What follows belongs to an exercise in optimizing a design on an open flow for small area, a short achievable clock period and few clock cycles; a production flow would make more cautious choices.
RTL that was checked went through simulation tests only; none was proved equivalent to the original.
Power figures rest on the tool's default switching activity, not on a simulated workload.

## job 1213
// cpuCore
module cpuCore (
  input  logic        CLK,
  input  logic        RST,
  input  logic        en,
  input  logic        start,
  output logic [7:0]  instAddr,
  input  logic [15:0] inst,
  output logic [7:0]  dataAddr,
  output logic        dataWe,
  output logic [15:0] dataOut,
  input  logic [15:0] dataIn,
  output logic        running
);
  localparam logic [4:0] OP_HALT = 5'b00001, OP_LOAD = 5'b00010, OP_STORE = 5'b00011,
    OP_ADD = 5'b10000, OP_ADDI = 5'b10001, OP_SUB = 5'b10011, OP_SUBI = 5'b10100,
    OP_INC = 5'b10110, OP_LDIL = 5'b10111, OP_LDIH = 5'b11000, OP_XOR = 5'b11001,
    OP_AND = 5'b11010, OP_OR = 5'b11011;
  logic        runQ, haltedQ, resumed;
  logic [7:0]  pc;
  logic [15:0] regs [8];
  logic [7:0]  valid;   
  logic [15:0] opA, opB;
  logic [2:0]  eDest;
  logic [3:0]  eOff;
  logic        eWrites, eHalt, eStore, eInvB, eCin, eSra;
  logic        eSelSum, eSelLog, eSelShl, eSelShr, eSelLoad;
  logic [3:0]  eTt, fTt;
  logic [15:0] logicOut;
  logic [15:0] sum, shIn, shl, shr, res;
  logic [4:0]  fOp;
  logic [7:0]  fImm;
  logic [15:0] rA, rB, vA, nB, immValA, immValB;
  logic [7:0]  eWriting, usable, matchA, matchB;
  logic        fwdA, fwdB, immA, immB, bUsesD, fWrites;
  assign instAddr = pc;
  assign fOp  = inst[15:11];
  assign fImm = inst[7:0];
  assign bUsesD = (fOp == OP_STORE) || (fOp == OP_ADDI) || (fOp == OP_SUBI);
  assign immA   = (fOp == OP_ADDI) || (fOp == OP_SUBI);
  assign immValA = (fOp == OP_SUBI) ? {8'hFF, ~fImm} : {8'h00, fImm};
  always_comb begin
    case (fOp)
  ...
Size in the first run: about 1,000 cells after synthesis, ~70 I/O pins, ~11,000 um2 of cells after synthesis.
export LEC_CHECK = 0
export CAP_MARGIN = 5
export CORE_AREA = 5.06 5.44 215.41 214.88
export CTS_BUF_LIST = sky130_fd_sc_hd__clkbuf_4 sky130_fd_sc_hd__clkbuf_8
export DIE_AREA = 0 0 220.41 220.32
export SETUP_SLACK_MARGIN = 2.0
export SLEW_MARGIN = 5
export TNS_END_PERCENT = 5
create_clock -name core_clock -period 5.0 [get_ports {CLK}]
standard.sh (not shown) runs the stock make flow with config.mk's settings and CLKGATE_MAP_FILE= SYNTH_SCRIPT=/design/flow/synth_recipe.tcl, a recipe that flattens the netlist after the stock synthesis.
==> flow/flow/run.sh <==
#!/bin/bash
# Standard layout, with the port buffers made of sky130_fd_sc_hd__buf_1
# instead of the delay buffer buffer_ports picks by default.
set -euo pipefail
export BUFFER_PORTS_ARGS="-buffer_cell sky130_fd_sc_hd__buf_1"
bash standard.sh > standard.log 2>&1
Testbench counts of job 1213, summed over its fixed seeds: cycles 9,192.
diff inputs: job 1213 => job 2485
- swapping 5 for 25 in TNS_END_PERCENT
- swapping 5 for 20 in SLEW_MARGIN
- swapping 5 for 20 in CAP_MARGIN
### Flow results
Side by side, global-route wire length before repair turned out lower in job 2485 than in job 1213.
NOTE final wirelength job 1213->job 2485 decreased slightly
As of job 2485, routed length on met3 had risen by a few percent compared to job 1213.
Final design area excluding fillers essentially unchanged between job 1213 and job 2485.
Job 1213 → job 2485: number of non-filler instances in the completed layout closely matched the old numbers, clock share of power now sits higher, internal portion of total power saw little to no change, worst voltage drop across the vdd grid now smaller.
Number of placed instances with taps included: job 1213 vs job 2485 — no meaningful difference
What job 7832 does differently from job 2485 at the input level:
- setting CORE_MARGIN to 2 for the first time
- changing TNS_END_PERCENT from 25 to 20
- removing DIE_AREA (formerly 0 0 220.41 220.32)
- setting CORE_UTILIZATION to 45 for the first time
- removing CORE_AREA (formerly 5.06 5.44 215.41 214.88)
[summary]
- From job 2485 to job 7832, post-synthesis instance total did not move at all.
- Job 7832: number of setup buffers added after CTS is 4 lower than what job 2485 reported.
- Diff job 2485 -> job 7832 | final design area excluding fillers | down by a few percent
- Job 7832 ended with more combined buffer and inverter count along the critical path than job 2485.
- The lower area of combinational cells with multiple inputs came out of job 7832.
- Job 7832 — total of clock buffers placed in the layout 1 lower, job 2485 as reference
- Of the two values seen for end point of the critical path, regs[2][12] was produced by job 7832 and opA[14] by job 2485.
- Summary of job 7832 over job 2485: internal reg-to-reg setup slack held steady; shortest period the worst path allows down 0.0045 ns.
The following lists how job 9614 was set up differently from job 7832:
- clearing CORE_MARGIN, which used to be 2
- clearing CORE_UTILIZATION, which used to be 45
- swapping 2.0 for 1.95 in SETUP_SLACK_MARGIN
- putting CORE_AREA at 5.06 5.44 215.41 214.88 where nothing was set
- putting DIE_AREA at 0 0 220.41 220.32 where nothing was set
## What came out
Against job 7832, net switching power in job 9614 came out better.
Routed wire length was higher in the run labelled job 9614.
Per the comparison of job 9614 with job 7832, placed wire-length estimate after detailed placement now larger; count of inverters not on the clock network in the layout comparable; met3 wirelength from detailed routing now larger; die area now larger; post-layout instance count excluding filler cells now larger.

---

Starting RTL as in the previous note.
clock: 5.0 ns
lec_check: 0
cap_margin: 20
core_area: 5.06 5.44 215.41 214.88
die_area: 0 0 220.41 220.32
place_density: 0.8
setup_slack_margin: 2.0
slew_margin: 20
tns_end_percent: 5
run.sh (not shown) runs the stock make flow with config.mk's settings and CLKGATE_MAP_FILE= SYNTH_SCRIPT=/design/flow/synth_recipe.tcl, a recipe that flattens the netlist after the stock synthesis.
Stock flow here: none of the scripts above is used.
Testbench counts at the start, summed over its fixed seeds: cycles 9,192.
Change:
==> flow/flow/run.sh (new file) <==
#!/bin/bash
# Standard layout, with the port buffers made of sky130_fd_sc_hd__buf_1
# instead of the delay buffer buffer_ports picks by default.
set -euo pipefail
export BUFFER_PORTS_ARGS="-buffer_cell sky130_fd_sc_hd__buf_1"
bash standard.sh > standard.log 2>&1
==> flow/standard.sh (new file) <==
#!/bin/bash
# synth_recipe.tcl (not shown) runs the flow's synth.tcl, then flattens the netlist and writes it again
# the make line also repeats each setting of config.mk as NAME=value (left out here)
make -C /OpenROAD-flow-scripts/flow DESIGN_CONFIG=/design/flow/config.mk WORK_HOME=/design/flow/orfs CLKGATE_MAP_FILE= SYNTH_SCRIPT=/design/flow/synth_recipe.tcl "${@:-finish}"
CTS_BUF_LIST = sky130_fd_sc_hd__clkbuf_4 sky130_fd_sc_hd__clkbuf_8   (was default)
CTS_CLUSTER_DIAMETER = 80   (was default)
CTS_CLUSTER_SIZE = 25   (was default)
PLACE_DENSITY = default   (was 0.8)
removed: flow/run.sh
=> The new run went through all stages and came out clean; core utilization came out lower by 0.86 points; worst hold slack stays flat; non-clock buffer count came out higher by 11.
Change:
CTS_CLUSTER_DIAMETER = default   (was 80)
CTS_CLUSTER_SIZE = default   (was 25)
=> Via count does not change. Setup slack does not change. Design area stays the same. Total power stays the same. Clock skew stays the same. Global-route usage does not change. Sequential share of layout area stays the same. Flip-flop and latch count stays the same. Combinational power barely changes. Routed wire length is unchanged. Fmax stays the same.
Change:
==> flow/run.sh (new file) <==
#!/bin/bash
# synth_recipe.tcl (not shown) runs the flow's synth.tcl, then flattens the netlist and writes it again
# the make line also repeats each setting of config.mk as NAME=value (left out here)
make -C /OpenROAD-flow-scripts/flow DESIGN_CONFIG=/design/flow/config.mk WORK_HOME=/design/flow/orfs CLKGATE_MAP_FILE= SYNTH_SCRIPT=/design/flow/synth_recipe.tcl finish
removed: flow/flow/run.sh
removed: flow/standard.sh
Clock-buffer cell count is higher by 2.
Die area stays the same.
Final cell count stays flat.
First-iteration DRC count climbs by a little under a tenth.
Routed wire length goes down by a few percent.
Worst hold slack improved by 0.012 ns.
Non-clock buffer count drops by 2.
Worst setup slack is worse by 0.039 ns.
Design area came out higher by a few percent.
Clock power came out lower by a little under a tenth.
Critical path depth came out higher by 1.

---

The RTL this note starts from:
==> flow/design.v <==
`timescale 1ns/1ps
module cpuCore (
  input  logic        CLK,
  input  logic        RST,
  input  logic        en,
  input  logic        start,
  output logic [7:0]  instAddr,
  input  logic [15:0] inst,
  output logic [7:0]  dataAddr,
  output logic        dataWe,
  output logic [15:0] dataOut,
  input  logic [15:0] dataIn,
  output logic        running
);
  localparam logic [4:0] OP_HALT = 5'b00001, OP_LOAD = 5'b00010, OP_STORE = 5'b00011,
    OP_ADD = 5'b10000, OP_ADDI = 5'b10001, OP_SUB = 5'b10011, OP_SUBI = 5'b10100,
    OP_INC = 5'b10110, OP_LDIL = 5'b10111, OP_LDIH = 5'b11000, OP_XOR = 5'b11001,
    OP_AND = 5'b11010, OP_OR = 5'b11011;
  logic        runQ, haltedQ, resumed;
  logic [7:0]  pc;
  logic [15:0] regs [8];
  logic [7:0]  valid;   
  logic [15:0] opA, opB;
  logic [2:0]  eDest;
  logic [3:0]  eOff;
  logic        eWrites, eHalt, eStore, eInvB, eCin, eSra;
  logic        eSelSum, eLogDiff, eLogBoth, eSelShl, eSelShr, eSelLoad;
  logic [15:0] logicOut;
  logic [15:0] sum, shIn, shl, shr, res;
  logic [4:0]  fOp;
  logic [7:0]  fImm;
  logic [15:0] rA, rB, vA, nB, immValA, immValB;
  logic [7:0]  eWriting, usable, matchA, matchB;
  logic        fwdA, fwdB, immA, immB, bUsesD, fWrites;
  assign instAddr = pc;
  assign fOp  = inst[15:11];
  assign fImm = inst[7:0];
  assign bUsesD = (fOp == OP_STORE) || (fOp == OP_ADDI) || (fOp == OP_SUBI);
  assign immA   = (fOp == OP_ADDI) || (fOp == OP_SUBI) || (fOp == OP_LDIL) || (fOp == OP_LDIH);
  always_comb begin
    case (fOp)
      OP_ADDI: immValA = {8'h00, fImm};
      OP_SUBI: immValA = {8'hFF, ~fImm};
      default: immValA = 16'h0000;
    endcase
  end
  always_comb begin
    case (fOp)
      OP_LDIL: begin immB = 1'b1; immValB = {8'h00, fImm}; end
      OP_LDIH: begin immB = 1'b1; immValB = {fImm, 8'h00}; end
      OP_INC:  begin immB = 1'b1; immValB = 16'd0; end   
      default: begin immB = 1'b0; immValB = 16'd0; end
    endcase
  end
  always_comb begin
    for (int i = 0; i < 8; i++) begin
      eWriting[i] = runQ && eWrites && eDest == 3'(i);
      usable[i]   = valid[i] && !eWriting[i];
      matchA[i]   = inst[6:4] == 3'(i);
      matchB[i]   = bUsesD ? inst[10:8] == 3'(i) : inst[2:0] == 3'(i);
    end
  end
  assign fwdA = |(matchA & eWriting) && !immA;
  assign fwdB = |(matchB & eWriting) && !immB;
  always_comb begin
    rA = '0;
    rB = '0;
    for (int i = 0; i < 8; i++) begin
      rA = rA | ({16{matchA[i] && usable[i] && !immA}} & regs[i]);
      rB = rB | ({16{matchB[i] && usable[i] && !immB}} & regs[i]);
    end
  end
  assign vA = rA | ({16{immA}} & immValA) | ({16{fwdA}} & res);
  assign nB = rB | immValB | ({16{fwdB}} & res);
  assign fWrites = (fOp == OP_LOAD) || (fOp[4] && fOp != 5'b10010 && fOp != 5'b10101);
  always_ff @(posedge CLK) begin
    opA      <= vA;
    opB      <= nB;
    eDest    <= inst[10:8];
    eOff     <= inst[3:0];
    eWrites  <= fWrites;
    eHalt    <= (fOp == OP_HALT);
    eStore   <= (fOp == OP_STORE);
    eInvB    <= (fOp == OP_SUB);
    eCin     <= (fOp == OP_SUB) || (fOp == OP_SUBI) || (fOp == OP_INC);
    eSra     <= fOp[0] && fOp[4:1] == 4'b1111;
    eSelSum  <= (fOp == OP_ADD) || (fOp == OP_ADDI) || (fOp == OP_SUB) ||
                (fOp == OP_SUBI) || (fOp == OP_INC) || (fOp == OP_LDIL) || (fOp == OP_LDIH);
    eLogDiff <= (fOp == OP_XOR) || (fOp == OP_OR);
    eLogBoth <= (fOp == OP_AND) || (fOp == OP_OR);
    eSelShl  <= (fOp[4:1] == 4'b1110);
    eSelShr  <= (fOp[4:1] == 4'b1111);
    eSelLoad <= (fOp == OP_LOAD);
  end
  assign sum = opA + (opB ^ {16{eInvB}}) + {15'd0, eCin};
  always_comb begin
    for (int i = 0; i < 16; i++) begin
      shIn[i] = eSelShl ? opA[15-i] : opA[i];
    end
    shr = 16'($signed({eSra & opA[15], shIn}) >>> opB[3:0]);
    for (int i = 0; i < 16; i++) begin
      shl[i] = shr[15-i];
    end
  end
  assign logicOut = ((opA ^ opB) & {16{eLogDiff}}) | ((opA & opB) & {16{eLogBoth}});
  assign res = ({16{eSelSum}}  & sum) |
               logicOut |
               ({16{eSelShl}}  & shl) |
               ({16{eSelShr}}  & shr) |
               ({16{eSelLoad}} & dataIn);
  always_ff @(posedge CLK) begin
    if (runQ && eWrites) begin
      regs[eDest] <= res;
    end
  end
  always_ff @(posedge CLK or posedge RST) begin
    if (RST) begin
      valid <= '0;
    end else if (runQ && eWrites) begin
      valid[eDest] <= 1'b1;
    end
  end
  assign dataAddr = opA[7:0] + {4'h0, eOff};
  assign dataOut  = opB;
  assign dataWe   = runQ && eStore;
  assign running = runQ && !(eHalt && !resumed);
  always_ff @(posedge CLK or posedge RST) begin
    if (RST) begin
      runQ    <= 1'b0;
      haltedQ <= 1'b0;
      resumed <= 1'b0;
      pc      <= '0;
    end else begin
      resumed <= 1'b0;
      if (runQ) begin
        if (eHalt) begin
          runQ    <= 1'b0;
          haltedQ <= 1'b1;
        end else if (!en) begin
          runQ <= 1'b0;   
        end else begin
          pc <= pc + 8'd1;
        end
      end else if (en && start && !haltedQ) begin
        runQ    <= 1'b1;
        resumed <= 1'b1;
        pc      <= pc + 8'd1;
      end
    end
  end
endmodule
export LEC_CHECK = 0
export CAP_MARGIN = 20
export CORE_AREA = 5.06 5.44 215.41 214.88
export CTS_BUF_LIST = sky130_fd_sc_hd__clkbuf_4 sky130_fd_sc_hd__clkbuf_8
export DIE_AREA = 0 0 220.41 220.32
export SETUP_SLACK_MARGIN = 2.1
export SLEW_MARGIN = 20
export TNS_END_PERCENT = 20
create_clock -name core_clock -period 5.0 [get_ports {CLK}]
standard.sh (not shown) runs the stock make flow with config.mk's settings and CLKGATE_MAP_FILE= SYNTH_SCRIPT=/design/flow/synth_recipe.tcl, a recipe that flattens the netlist after the stock synthesis.
==> flow/flow/run.sh <==
#!/bin/bash
# Standard layout, with the port buffers made of sky130_fd_sc_hd__buf_1
# instead of the delay buffer buffer_ports picks by default.
set -euo pipefail
export BUFFER_PORTS_ARGS="-buffer_cell sky130_fd_sc_hd__buf_1"
bash standard.sh > standard.log 2>&1
Change:
Settings changed: CORE_AREA 5.06 5.44 215.41 214.88 to default, CORE_MARGIN from default to 2, CORE_UTILIZATION from default to 50, DIE_AREA 0 0 220.41 220.32 to default, SETUP_SLACK_MARGIN 2.1 to 2.0.
The changed run finished with timing, DRC and antenna clean.
Power went down by 2.6%.
Worst hold slack barely changes.
Sequential cell count stays the same.
Cell area fell by 3.5%.
Non-clock buffer count is lower by 4.
Worst setup slack got worse by 42 ps.
Core utilization rises by 28 points.
Area after synthesis does not change.
Wire length falls by 6.0%.
Clock skew stays flat.
Sequential share of layout area rises by 1.5 points.
Change:
Settings changed: CORE_AREA from default to 5.06 5.44 215.41 214.88, CORE_MARGIN 2 to default, CORE_UTILIZATION 50 to default, DIE_AREA from default to 0 0 220.41 220.32, TNS_END_PERCENT 20 to 15.
Outcome:
- The new run finished with timing, DRC and antenna clean
- final area climbs by about 2.8%
- non-clock buffer count drops by 1
- final cell count climbs by about 23%
- sequential share of layout area drops by 1.2 points
- setup slack improved by 19 ps
- area after synthesis is unchanged
- power climbs by about 0.8%
- clock power climbs by about 7%
Change:
Settings changed: CORE_AREA 5.06 5.44 215.41 214.88 to default, CORE_MARGIN from default to 2, CORE_UTILIZATION from default to 55, DIE_AREA 0 0 220.41 220.32 to default, TNS_END_PERCENT 15 to 20.
What happened: Routed wire length falls slightly; sequential cell count stays the same; design area fell by a few percent; via count goes up by a few percent; synthesized area is unchanged; combinational power barely changes; clock skew goes down by 7.9 ps; maximum frequency came out lower by a few percent.
Function was not checked in any run of this note: the RTL went through the layout flow alone.

-- static timing again, ports no longer ideal --
The results above use ideal ports. As a check the final layouts listed here were re-extracted and re-timed, cells and wires unchanged. Step 1 (the two cells are an assumption about what drives the block):
set clk [get_ports {CLK}]
set_driving_cell -lib_cell sky130_fd_sc_hd__clkbuf_16 $clk
set_driving_cell -lib_cell sky130_fd_sc_hd__buf_2 [delete_from_list [all_inputs] $clk]
Step 2, shift: input delay + t, output delay - t, t = (earliest + latest rising clock arrival at the registers) / 2. This alone moves slack from input paths to output paths. Slacks: ideal / step 1 / step 2; pairs: ideal / step 1.
run	shift t [ns]	setup slack, ns	hold slack, ns	worst setup path at the end	worst data-port slew with drivers (ns)
job 1213	0.518	1.844 / 1.844 / 1.478	0.461 / 0.461 / 0.461	input to register	0.08
job 2485	0.520	1.823 / 1.823 / 1.531	0.468 / 0.468 / 0.468	input to register	0.06
job 7832	0.509	1.827 / 1.803 / 1.502	0.474 / 0.474 / 0.474	input to register	0.04
job 9614	0.525	1.779 / 1.779 / 1.404	0.461 / 0.461 / 0.461	input to register	0.08
the first run of note 2	0.478	1.616 / 1.635 / 1.157	0.462 / 0.462 / 0.462	input to register	0.05
the second run of note 2	0.518	1.844 / 1.844 / 1.478	0.461 / 0.461 / 0.461	input to register	0.08
the third run of note 2	0.518	1.844 / 1.844 / 1.478	0.461 / 0.461 / 0.461	input to register	0.08
the fourth run of note 2	0.511	1.805 / 1.804 / 1.367	0.473 / 0.473 / 0.473	input to register	0.04
the first run of note 3	0.530	1.865 / 1.824 / 1.552	0.466 / 0.466 / 0.466	input to register	0.08
the second run of note 3	0.512	1.822 / 1.822 / 1.428	0.463 / 0.463 / 0.463	input to register	0.03
the third run of note 3	0.532	1.841 / 1.830 / 1.432	0.461 / 0.461 / 0.461	input to register	0.08
the fourth run of note 3	0.516	1.764 / 1.764 / 1.426	0.472 / 0.472 / 0.472	input to register	0.04
After both steps every run listed still meets setup and hold. For the first run of note 2, which loses most, drivers alone change the setup slack by +0.019 ns; drivers and shift together by -0.459 ns.
